What follows belongs to an exercise in optimizing a design on an open flow for small area; a production flow would make more cautious choices.
Where RTL was checked, it was by simulation tests only, not by an equivalence proof against the original.
No activity file was given, so power comes from the tool's default toggle rates.

// rv_core
module rv_core (
  input  logic             clk,
  input  logic             rst,
  input  rv_pkg::word_t    insn,
  input  rv_pkg::word_t    dmem_rdata,
  output rv_pkg::word_t    pc,
  output rv_pkg::word_t    dmem_addr,
  output rv_pkg::word_t    dmem_wdata,
  output rv_pkg::byte_en_t dmem_be,
  output logic             halt
);
Size in the first run: about 3,100 cells after synthesis, about 1,100 flip-flops, roughly 170 I/O pins, ~35,000 µm² of cells after synthesis.
==> flow/config.mk <==
export PLATFORM = sky130hd
export DESIGN_NAME = rv_core
export DESIGN_NICKNAME = rv_core
export VERILOG_FILES = /design/flow/design.v
export SDC_FILE = /design/flow/constraint.sdc
export NUM_CORES = 4
export LEC_CHECK = 0
export CAP_MARGIN = 20
export CORE_MARGIN = 2
export CORE_UTILIZATION = 60
export GPL_TIMING_DRIVEN = 0
export SLEW_MARGIN = 20
==> flow/constraint.sdc <==
create_clock -name core_clock -period 15.0 [get_ports {clk}]
set_input_delay 3.0000 -clock core_clock [delete_from_list [all_inputs] [get_ports {clk}]]
set_output_delay 3.0000 -clock core_clock [all_outputs]
set_load 0.01 [all_outputs]
standard.sh (not shown) runs the stock make flow with config.mk's settings and CLKGATE_MAP_FILE= SYNTH_SCRIPT=/design/flow/synth_recipe.tcl, a recipe that flattens the netlist after the stock synthesis.
==> flow/flow/run.sh <==
#!/bin/bash
# Standard ORFS layout with two changes: ports are buffered with the smallest
# buffer, and clock tree synthesis uses larger sink clusters without dummy loads.
set -euo pipefail
export BUFFER_PORTS_ARGS="-buffer_cell sky130_fd_sc_hd__buf_1"
export CTS_ARGS="-sink_clustering_enable -repair_clock_nets -dont_use_dummy_load -buf_list sky130_fd_sc_hd__clkbuf_16 -sink_clustering_size 35 -sink_clustering_max_diameter 60"
bash standard.sh > orfs_make.log 2>&1
Rerun with:
==> flow/flow/run.sh (replaced) <==
#!/bin/bash
# Standard ORFS layout with these changes: the buffers synthesis put in are
# removed at floorplan (placement is not timing driven, so it would keep them),
# ports are buffered with the smallest buffer, and clock tree synthesis uses
# larger sink clusters without dummy loads.
set -euo pipefail
export REMOVE_ABC_BUFFERS=1
export BUFFER_PORTS_ARGS="-buffer_cell sky130_fd_sc_hd__buf_1"
export CTS_ARGS="-sink_clustering_enable -repair_clock_nets -dont_use_dummy_load -buf_list sky130_fd_sc_hd__clkbuf_16 -sink_clustering_size 30 -sink_clustering_max_diameter 50"
bash standard.sh > orfs_make.log 2>&1
=>
- The new run finished clean
- cell area goes up slightly
- synthesized cell count does not change
- cell count is lower by a few percent
- total power rises by a few percent
- maximum frequency went up by a few percent
- via count is lower by a little under a tenth
- clock-buffer cell count rises by 24
Function was not checked in any run of this note: the RTL went through the layout flow alone.

Setup of build 58:
rv_core again, from the RTL that the note above started with.
make LEC_CHECK=0 CAP_MARGIN=20 CORE_MARGIN=2 CORE_UTILIZATION=60 CTS_BUF_LIST=sky130_fd_sc_hd__clkbuf_8 CTS_CLUSTER_DIAMETER=40 CTS_CLUSTER_SIZE=20 SLEW_MARGIN=20 finish   # period 15.0 ns
run.sh (not shown) runs the stock make flow with config.mk's settings and CLKGATE_MAP_FILE= SYNTH_SCRIPT=/design/flow/synth_recipe.tcl, a recipe that flattens the netlist after the stock synthesis.
Stock flow here: none of the scripts above is used.
Build 58 reached the final stage; the timing, DRC and antenna checks on its layout passed.
> inputs changed (build 58 -> build 43)
# build 58
export LEC_CHECK = 0
export CAP_MARGIN = 20
export CORE_MARGIN = 2
export CORE_UTILIZATION = 60
export CTS_BUF_LIST = sky130_fd_sc_hd__clkbuf_8
export CTS_CLUSTER_DIAMETER = 40
export CTS_CLUSTER_SIZE = 20
export SLEW_MARGIN = 20
create_clock -name core_clock -period 15.0 [get_ports {clk}]
# build 43
export LEC_CHECK = 0
export CAP_MARGIN = 20
export CORE_MARGIN = 2
export CORE_UTILIZATION = 60
export SLEW_MARGIN = 20
create_clock -name core_clock -period 15.0 [get_ports {clk}]
==> flow/flow/run.sh (new file) <==
#!/bin/bash
# Standard ORFS layout with two changes: ports are buffered with the smallest
# buffer, and clock tree synthesis uses larger sink clusters without dummy loads.
set -euo pipefail
export BUFFER_PORTS_ARGS="-buffer_cell sky130_fd_sc_hd__buf_1"
export CTS_ARGS="-sink_clustering_enable -repair_clock_nets -dont_use_dummy_load -buf_list sky130_fd_sc_hd__clkbuf_16 -sink_clustering_size 25 -sink_clustering_max_diameter 50"
bash standard.sh > orfs_make.log 2>&1
==> flow/standard.sh (new file) <==
#!/bin/bash
# synth_recipe.tcl (not shown) runs the flow's synth.tcl, then flattens the netlist and writes it again
# the make line also repeats each setting of config.mk as NAME=value (left out here)
make -C /OpenROAD-flow-scripts/flow DESIGN_CONFIG=/design/flow/config.mk WORK_HOME=/design/flow/orfs CLKGATE_MAP_FILE= SYNTH_SCRIPT=/design/flow/synth_recipe.tcl "${@:-finish}"
removed: flow/run.sh
==> run summary <==
- Final worst-path setup slack: build 43 better than build 58
- Multi-input gate share of total cell area on build 43 is up relative to build 58.
- Changes observed in build 43 relative to build 58: routing usage on met3 picked up an extra 0.68 points; maximum frequency picked up an extra 3.0%; overall power after layout went down; final critical-path share of the clock period lower.
- A uppermost layer routed of met4 is what build 58 shows, while met5 belongs to build 43.
diff inputs: build 43 => build 90
==> flow/flow/run.sh <==
#!/bin/bash
# Standard ORFS layout with two changes: ports are buffered with the smallest
# buffer, and clock tree synthesis uses larger sink clusters without dummy loads.
set -euo pipefail
export BUFFER_PORTS_ARGS="-buffer_cell sky130_fd_sc_hd__buf_1"
export CTS_ARGS='-sink_clustering_enable -repair_clock_nets -dont_use_dummy_load -buf_list {sky130_fd_sc_hd__clkbuf_4 sky130_fd_sc_hd__clkbuf_8 sky130_fd_sc_hd__clkbuf_16} -sink_clustering_size 12 -sink_clustering_max_diameter 30'
bash standard.sh > orfs_make.log 2>&1
Results
| ratio of final minimum period to clock period | build 43 vs build 90 | ≈ equal |. Compared with build 43, count of clock-buffer cells in the layout in build 90 increased by more than half. Compared to build 43, the routing of build 90 uses more wire. Setup slack: build 90 > build 43. Build 90 drops more vias than build 43.
### build 90 -> build 48
# build 90
export LEC_CHECK = 0
export CAP_MARGIN = 20
export CORE_MARGIN = 2
export CORE_UTILIZATION = 60
export SLEW_MARGIN = 20
create_clock -name core_clock -period 15.0 [get_ports {clk}]
# build 48
export LEC_CHECK = 0
export CAP_MARGIN = 20
export CORE_MARGIN = 2
export CORE_UTILIZATION = 60
export GPL_TIMING_DRIVEN = 0
export SLEW_MARGIN = 20
create_clock -name core_clock -period 15.0 [get_ports {clk}]
==> flow/flow/run.sh <==
#!/bin/bash
# Standard ORFS layout with two changes: ports are buffered with the smallest
# buffer, and clock tree synthesis uses larger sink clusters without dummy loads.
set -euo pipefail
export BUFFER_PORTS_ARGS="-buffer_cell sky130_fd_sc_hd__buf_1"
export CTS_ARGS="-sink_clustering_enable -repair_clock_nets -dont_use_dummy_load -buf_list sky130_fd_sc_hd__clkbuf_8 -sink_clustering_size 20 -sink_clustering_max_diameter 40"
bash standard.sh > orfs_make.log 2>&1
Findings:
- No run among build 48 and build 90 stopped early or left any final violation; all are clean.
- On HPWL after detailed placement: build 48 sits above build 90.
- [compare] base=build 90 new=build 48: non-clock buffer count increased by 131 relative to the old numbers, final cell area excluding filler cells fell by 4.2%, number of standard cells in the final layout excluding fillers rose by 92, global-route met3 utilization +0.66 points.
### build 48 -> build 79
# build 48
export LEC_CHECK = 0
export CAP_MARGIN = 20
export CORE_MARGIN = 2
export CORE_UTILIZATION = 60
export GPL_TIMING_DRIVEN = 0
export SLEW_MARGIN = 20
create_clock -name core_clock -period 15.0 [get_ports {clk}]
# build 79
export LEC_CHECK = 0
export CAP_MARGIN = 20
export CORE_MARGIN = 2
export CORE_UTILIZATION = 60
export CTS_BUF_LIST = sky130_fd_sc_hd__clkbuf_16
export CTS_CLUSTER_DIAMETER = 50
export CTS_CLUSTER_SIZE = 30
export SLEW_MARGIN = 20
create_clock -name core_clock -period 15.0 [get_ports {clk}]
==> flow/run.sh (new file) <==
#!/bin/bash
# synth_recipe.tcl (not shown) runs the flow's synth.tcl, then flattens the netlist and writes it again
# the make line also repeats each setting of config.mk as NAME=value (left out here)
make -C /OpenROAD-flow-scripts/flow DESIGN_CONFIG=/design/flow/config.mk WORK_HOME=/design/flow/orfs CLKGATE_MAP_FILE= SYNTH_SCRIPT=/design/flow/synth_recipe.tcl finish
removed: flow/flow/run.sh
removed: flow/standard.sh
- Total cell area at the placement stage: higher on build 79
- Going from build 48 to build 79, wire length now sits lower, share of power burned in the clock network went up by 8.6 points, fraction of power consumed by sequential logic has decreased, fill cell instance count of the final layout shrank by 4.6%.
- Against build 48 as the reference, build 79 delivers a lower wire length of the first global-routing pass.
- From build 48 to build 79, share of async-settable or async-resettable flops after synthesis did not move at all.
- Looking at post-route clock period utilization across build 79 and build 48, the one that comes out higher is build 48.
- Build 79: hold slack is 19 ps higher than what build 48 reported.
- Build 48 has lower maximum frequency than build 79.
- NOTE: count of inserted antenna diode cells in build 79 falls short of that of build 48
No functional check of the RTL was part of any run of this note.

before:
rv_core, a different RTL version from the one above (not shown whole).
Size in the first run: roughly 170 I/O pins.
clock: 15.0 ns
lec_check: 0
cap_margin: 20
core_margin: 2
core_utilization: 40
slew_margin: 20
Stock flow here: none of the scripts above is used.
before: done, clean on timing, DRC and antenna
Inputs modified between before and after:
==> flow/flow/run.sh (new file) <==
#!/bin/bash
# Standard ORFS layout with two changes: ports are buffered with the smallest
# buffer, and clock tree synthesis uses larger sink clusters without dummy loads.
set -euo pipefail
export BUFFER_PORTS_ARGS="-buffer_cell sky130_fd_sc_hd__buf_1"
export CTS_ARGS="-sink_clustering_enable -repair_clock_nets -dont_use_dummy_load -buf_list sky130_fd_sc_hd__clkbuf_8 -sink_clustering_size 20 -sink_clustering_max_diameter 40"
bash standard.sh > orfs_make.log 2>&1
==> flow/standard.sh (new file) <==
#!/bin/bash
# synth_recipe.tcl (not shown) runs the flow's synth.tcl, then flattens the netlist and writes it again
# the make line also repeats each setting of config.mk as NAME=value (left out here)
make -C /OpenROAD-flow-scripts/flow DESIGN_CONFIG=/design/flow/config.mk WORK_HOME=/design/flow/orfs CLKGATE_MAP_FILE= SYNTH_SCRIPT=/design/flow/synth_recipe.tcl "${@:-finish}"
-- flow/config.mk --
<<< before, line 10
export CORE_UTILIZATION = 40
>>> after, line 10
export CORE_UTILIZATION = 60
removed: flow/run.sh
==> run summary <==
- For before and after, there was not a single run that failed to finish clean.
- Delta (after minus before): fraction of the cycle the final worst path needs fell by 6.5 points; via count rose by 5.5%; minimum setup slack in the final design rose by 0.97 ns; post-CTS clock slew at the launch and capture registers of the worst setup and hold paths rose by 0.05 ns; post-layout total power fell by about 20%.

separate check: timing with driven ports:
In the flow no input, the clock included, has a driving cell. The finished layouts below were timed again as built, in two steps. Step 1 (the two cells are an assumption about what drives the block):
set clk [get_ports {clk}]
set_driving_cell -lib_cell sky130_fd_sc_hd__clkbuf_16 $clk
set_driving_cell -lib_cell sky130_fd_sc_hd__buf_2 [delete_from_list [all_inputs] $clk]
Step 2 moves the port delays by t, midway between the first and last clock arrival at a register: inputs arrive t later, outputs are due t later. That takes back most of the time a late clock gives input paths. a / b / c = ideal ports / drivers / drivers and shift; a / b = the first two.
run	t, ns	setup WS [ns]	latest minus earliest clock arrival (ns)	worst data-port slew with drivers (ns)
the first run of note 1	0.681	2.346 / 2.315 / 2.315	0.123 / 0.123	0.06
the second run of note 1	0.666	2.712 / 2.683 / 2.683	0.120 / 0.120	0.10
build 58	0.788	2.483 / 2.457 / 2.457	0.053 / 0.053	0.06
build 43	0.671	2.845 / 2.818 / 2.818	0.103 / 0.102	0.06
build 90	0.750	2.856 / 2.831 / 2.831	0.103 / 0.103	0.06
build 48	0.774	2.376 / 2.345 / 2.345	0.125 / 0.125	0.06
build 79	0.706	2.564 / 2.535 / 2.535	0.066 / 0.066	0.06
before	0.736	2.771 / 2.748 / 2.748	0.048 / 0.048	0.07
after	0.784	3.745 / 3.716 / 3.716	0.144 / 0.144	0.14
After both steps setup and hold are still met in every run listed.
